This is an optimization exercise on Yosys and OpenROAD, whose aim is small area, a short achievable clock period and few clock cycles per item, not a production implementation.
RTL that was checked went through simulation tests only; none was proved equivalent to the original.

v6:
## tiny_byte_cpu_step
module tiny_byte_cpu_step (
   input  logic                            clock,
   input  logic                            reset,
   input  logic                            req_valid,
   output logic                            req_stall,
   input  logic                            req_type,
   input  logic [tbc_pkg::AddrWidth-1:0]   req_mem_addr,
   input  logic [tbc_pkg::DataWidth-1:0]   req_mem_data,
   output logic                            rsp_valid,
   input  logic                            rsp_stall,
   output logic [tbc_pkg::AddrWidth-1:0]   rsp_pc,
   output logic [tbc_pkg::DataWidth-1:0]   rsp_reg_a,
   output logic [tbc_pkg::DataWidth-1:0]   rsp_reg_b,
   output logic [tbc_pkg::DataWidth-1:0]   rsp_reg_c,
   output logic [tbc_pkg::DataWidth-1:0]   rsp_reg_d,
   output logic [tbc_pkg::DataWidth-1:0]   rsp_reg_e,
   output logic                            rsp_halted,
   output logic                            rsp_illegal_opcode
);
   logic        mem_req_we;
   logic        mem_st_we;
   logic [7:0]  mem_st_addr;
   logic [7:0]  mem_st_data;
   logic [31:0] mem_slo;
   logic [31:0] mem_shi;
   logic [3:0]  mem_rot;
   logic [31:0] mem_rdata;
   logic [7:0]  pc;
   logic [39:0] regs;
   logic        err;
   tbc_mem u_mem (
      .clock (clock),
      .reset (reset),
      .req_we   (mem_req_we),
      .req_addr (req_mem_addr),
      .req_data (req_mem_data),
      .st_we    (mem_st_we),
      .st_addr  (mem_st_addr),
      .st_data  (mem_st_data),
      .use_st   (req_type),
      .slo   (mem_slo),
      .shi   (mem_shi),
      .rot   (mem_rot),
      .rdata (mem_rdata)
   );
   tbc_exec u_exec (
      .clock        (clock),
      .reset        (reset),
      .req_valid    (req_valid),
  ...
make LEC_CHECK=0 CAP_MARGIN=20 CORE_MARGIN=2 CORE_UTILIZATION=62 CTS_CLUSTER_DIAMETER=80 CTS_CLUSTER_SIZE=24 SETUP_SLACK_MARGIN=2.7 SLEW_MARGIN=20 SYNTH_HIERARCHICAL=1 finish   # period 6.5 ns
run.sh (not shown) runs the stock make flow with config.mk's settings and CLKGATE_MAP_FILE= SYNTH_SCRIPT=/design/flow/synth_recipe.tcl, a recipe that flattens the netlist after the stock synthesis.
diff inputs: v6 => v7
-- flow/design.v --
<<< v6, line 110
   output logic [39:0] regs,
   output logic        err,
   output logic        mem_req_we,
   output logic        mem_st_we,
>>> v7, line 110
   output logic [39:0] regs,
   output logic        err,
   output logic        halt,
   output logic        mem_req_we,
   output logic        mem_st_we,
<<< v6, line 124
   logic        rsp_valid_ff;
   logic [7:0]  q_ff [7];      
   logic [6:0]  ql_ff;         
   logic        have_ff;       
   logic [7:0]  qn_ff;         
   logic [7:0]  fp_ff;         
>>> v7, line 125
   logic        rsp_valid_ff;
   logic [7:0]  q_ff [7];      
   logic        have_ff;       
   logic        halted_ff;     
   logic [7:0]  qn_ff;         
   logic [7:0]  fp_ff;         
<<< v6, line 188
      aim[67:64] = 4'd1 << a[1:0];
   endfunction
   assign halted    = (pc_ff == HaltPc);
   assign op = q_ff[0];
   assign b0 = q_ff[1];
   assign b1 = q_ff[2];
   assign b2 = q_ff[3];
   assign is_nop = ql_ff[0] && op[2:0] == OpNop[2:0];
   assign is_add = ql_ff[0] && op[2:0] == OpAdd[2:0];
   assign is_sub = ql_ff[0] && op[2:0] == OpSub[2:0];
   assign is_jmp = ql_ff[0] && op[2:0] == OpJmp[2:0];
   assign is_blt = ql_ff[0] && op[2:0] == OpBlt[2:0];
   assign is_ld  = ql_ff[0] && op[2:0] == OpLd[2:0];
   assign is_st  = ql_ff[0] && op[2:0] == OpSt[2:0];
   assign is_ill = !ql_ff[0] || op[2:0] == 3'd7;
   assign f_jmp = (op[2:0] == 3'd3);
   assign f_blt = (op[2:0] == 3'd4);
>>> v7, line 189
      aim[67:64] = 4'd1 << a[1:0];
   endfunction
   assign halted    = halted_ff;
   assign op = q_ff[0];
   assign b0 = q_ff[1];
   assign b1 = q_ff[2];
   assign b2 = q_ff[3];
   assign is_nop = (op == OpNop);
   assign is_add = (op == OpAdd);
   assign is_sub = (op == OpSub);
   assign is_jmp = (op == OpJmp);
   assign is_blt = (op == OpBlt);
   assign is_ld  = (op == OpLd);
   assign is_st  = (op == OpSt);
   assign is_ill = (op > OpSt);
   assign f_jmp = (op[2:0] == 3'd3);
   assign f_blt = (op[2:0] == 3'd4);
<<< v6, line 220
   assign have = have_ff;
   assign req_stall = ld_ff || (rsp_valid_ff && rsp_stall)
                   || (req_type == ReqExec && !halted && !have_ff);
   assign accept    = req_valid && !req_stall;
   assign exec_go   = accept && (req_type == ReqExec) && !halted;
>>> v7, line 221
   assign have = have_ff;
   assign req_stall = ld_ff || (rsp_valid_ff && rsp_stall)
                   || (req_type == ReqExec && !halted && !have);
   assign accept    = req_valid && !req_stall;
   assign exec_go   = accept && (req_type == ReqExec) && !halted;
<<< v6, line 278
         end
         q_ff[i] <= exec_go ? qe : qx;
      end
      for (int i = 0; i < 7; i++) begin
         logic le;
         logic lx;
         le = 1'b0;
         for (int c = 1; c <= 4; c++) begin
            if (len == 3'(c) && i + c < 7) le = ql_ff[(i + c) % 7];
         end
         lx = ql_ff[i];
         for (int j = 0; j < 4; j++) begin
            if (i >= j && rem[i - j] && fetch_ok) le = (mem_rdata[8*j + 3 +: 5] == 5'd0);
            if (i >= j && qn_ff[i - j] && fetch_ok) lx = (mem_rdata[8*j + 3 +: 5] == 5'd0);
         end
         ql_ff[i] <= exec_go ? le : lx;
      end
   end
>>> v7, line 279
         end
         q_ff[i] <= exec_go ? qe : qx;
      end
   end
<<< v6, line 351
         aim_ff       <= 1'b1;
         have_ff      <= 1'b0;
      end else begin
         if (taken || hazard) begin
>>> v7, line 338
         aim_ff       <= 1'b1;
         have_ff      <= 1'b0;
         halted_ff    <= 1'b0;
      end else begin
         if (taken || hazard) begin
<<< v6, line 389
               err_ff <= 1'b1;
            end
            pc_ff <= pc_next;
         end
      end
>>> v7, line 377
               err_ff <= 1'b1;
            end
            pc_ff     <= pc_next;
            halted_ff <= (pc_next == HaltPc);
         end
      end
<<< v6, line 406
   assign regs      = {reg_ff[4], reg_ff[3], reg_ff[2], reg_ff[1], reg_ff[0]};
   assign err       = err_ff;
endmodule
import tbc_pkg::*;
>>> v7, line 395
   assign regs      = {reg_ff[4], reg_ff[3], reg_ff[2], reg_ff[1], reg_ff[0]};
   assign err       = err_ff;
   assign halt      = halted_ff;
endmodule
import tbc_pkg::*;
<<< v6, line 438
   logic [39:0] regs;
   logic        err;
   tbc_mem u_mem (
      .clock (clock),
>>> v7, line 428
   logic [39:0] regs;
   logic        err;
   logic        halt;
   tbc_mem u_mem (
      .clock (clock),
<<< v6, line 466
      .regs         (regs),
      .err          (err),
      .mem_req_we   (mem_req_we),
      .mem_st_we    (mem_st_we),
>>> v7, line 457
      .regs         (regs),
      .err          (err),
      .halt         (halt),
      .mem_req_we   (mem_req_we),
      .mem_st_we    (mem_st_we),
<<< v6, line 481
   assign rsp_reg_d          = regs[31:24];
   assign rsp_reg_e          = regs[39:32];
   assign rsp_halted         = (pc == HaltPc);
   assign rsp_illegal_opcode = err;
endmodule
>>> v7, line 473
   assign rsp_reg_d          = regs[31:24];
   assign rsp_reg_e          = regs[39:32];
   assign rsp_halted         = halt;
   assign rsp_illegal_opcode = err;
endmodule
--- outcome ---
v7: full flow OK, the timing, DRC and antenna checks passed
When the final numbers for v6 and v7 were put side by side, the non-clock buffer count turned out to be greater in v6.
v6 → v7: final sequential cell count now sits at about the same level, routability congestion estimate now sits at about the same level, post-synthesis area per instance now sits higher, cell area now sits at about the same level, adder and majority cell fraction of the synthesized area now sits at about the same level.
v7 vs. v6: worst hold slack went down 41 ps, die outline area shrank by 830 µm², global-route wire length before repair fell 6000 µm.
Re iteration count of the initial detailed-routing pass: v6 was higher than v7.
Max net count of the mapped netlist across v6 and v7: v6
Part of the Yosys area used for sequential elements in v7 is 0.35 points above v6.
There was hardly any difference in multi-input logic portion of the cell area between v7 and v6.
Testbench counts of v7, summed over its fixed seeds: cycles 10,441, items 8,603.
No functional check of the RTL was part of v6.

## what the ideal ports hide
In the flow no input, the clock included, has a driving cell. The finished layouts below were timed again as built, in two steps. Step 1 assumes that a clkbuf_16 drives the clock port and a buf_2 every other input. Step 2 also shifts input and output timing later by t, the mid clock arrival at the registers, as if the neighbouring blocks saw the same clock. Three values: no drivers, after step 1, after step 2; two values: the first two.
run	shift t [ns]	setup slack, ns	hold WS [ns]	pins driven straight from the clock port
v6	0.869	2.506 / 2.506 / 1.872	0.512 / 0.512 / 0.512	1
v7	0.857	2.516 / 2.516 / 1.760	0.471 / 0.471 / 0.471	1
After both steps every run listed still meets setup and hold. For v7, which loses most, drivers alone change the setup slack by 0.000 ns; drivers and shift together by -0.756 ns.
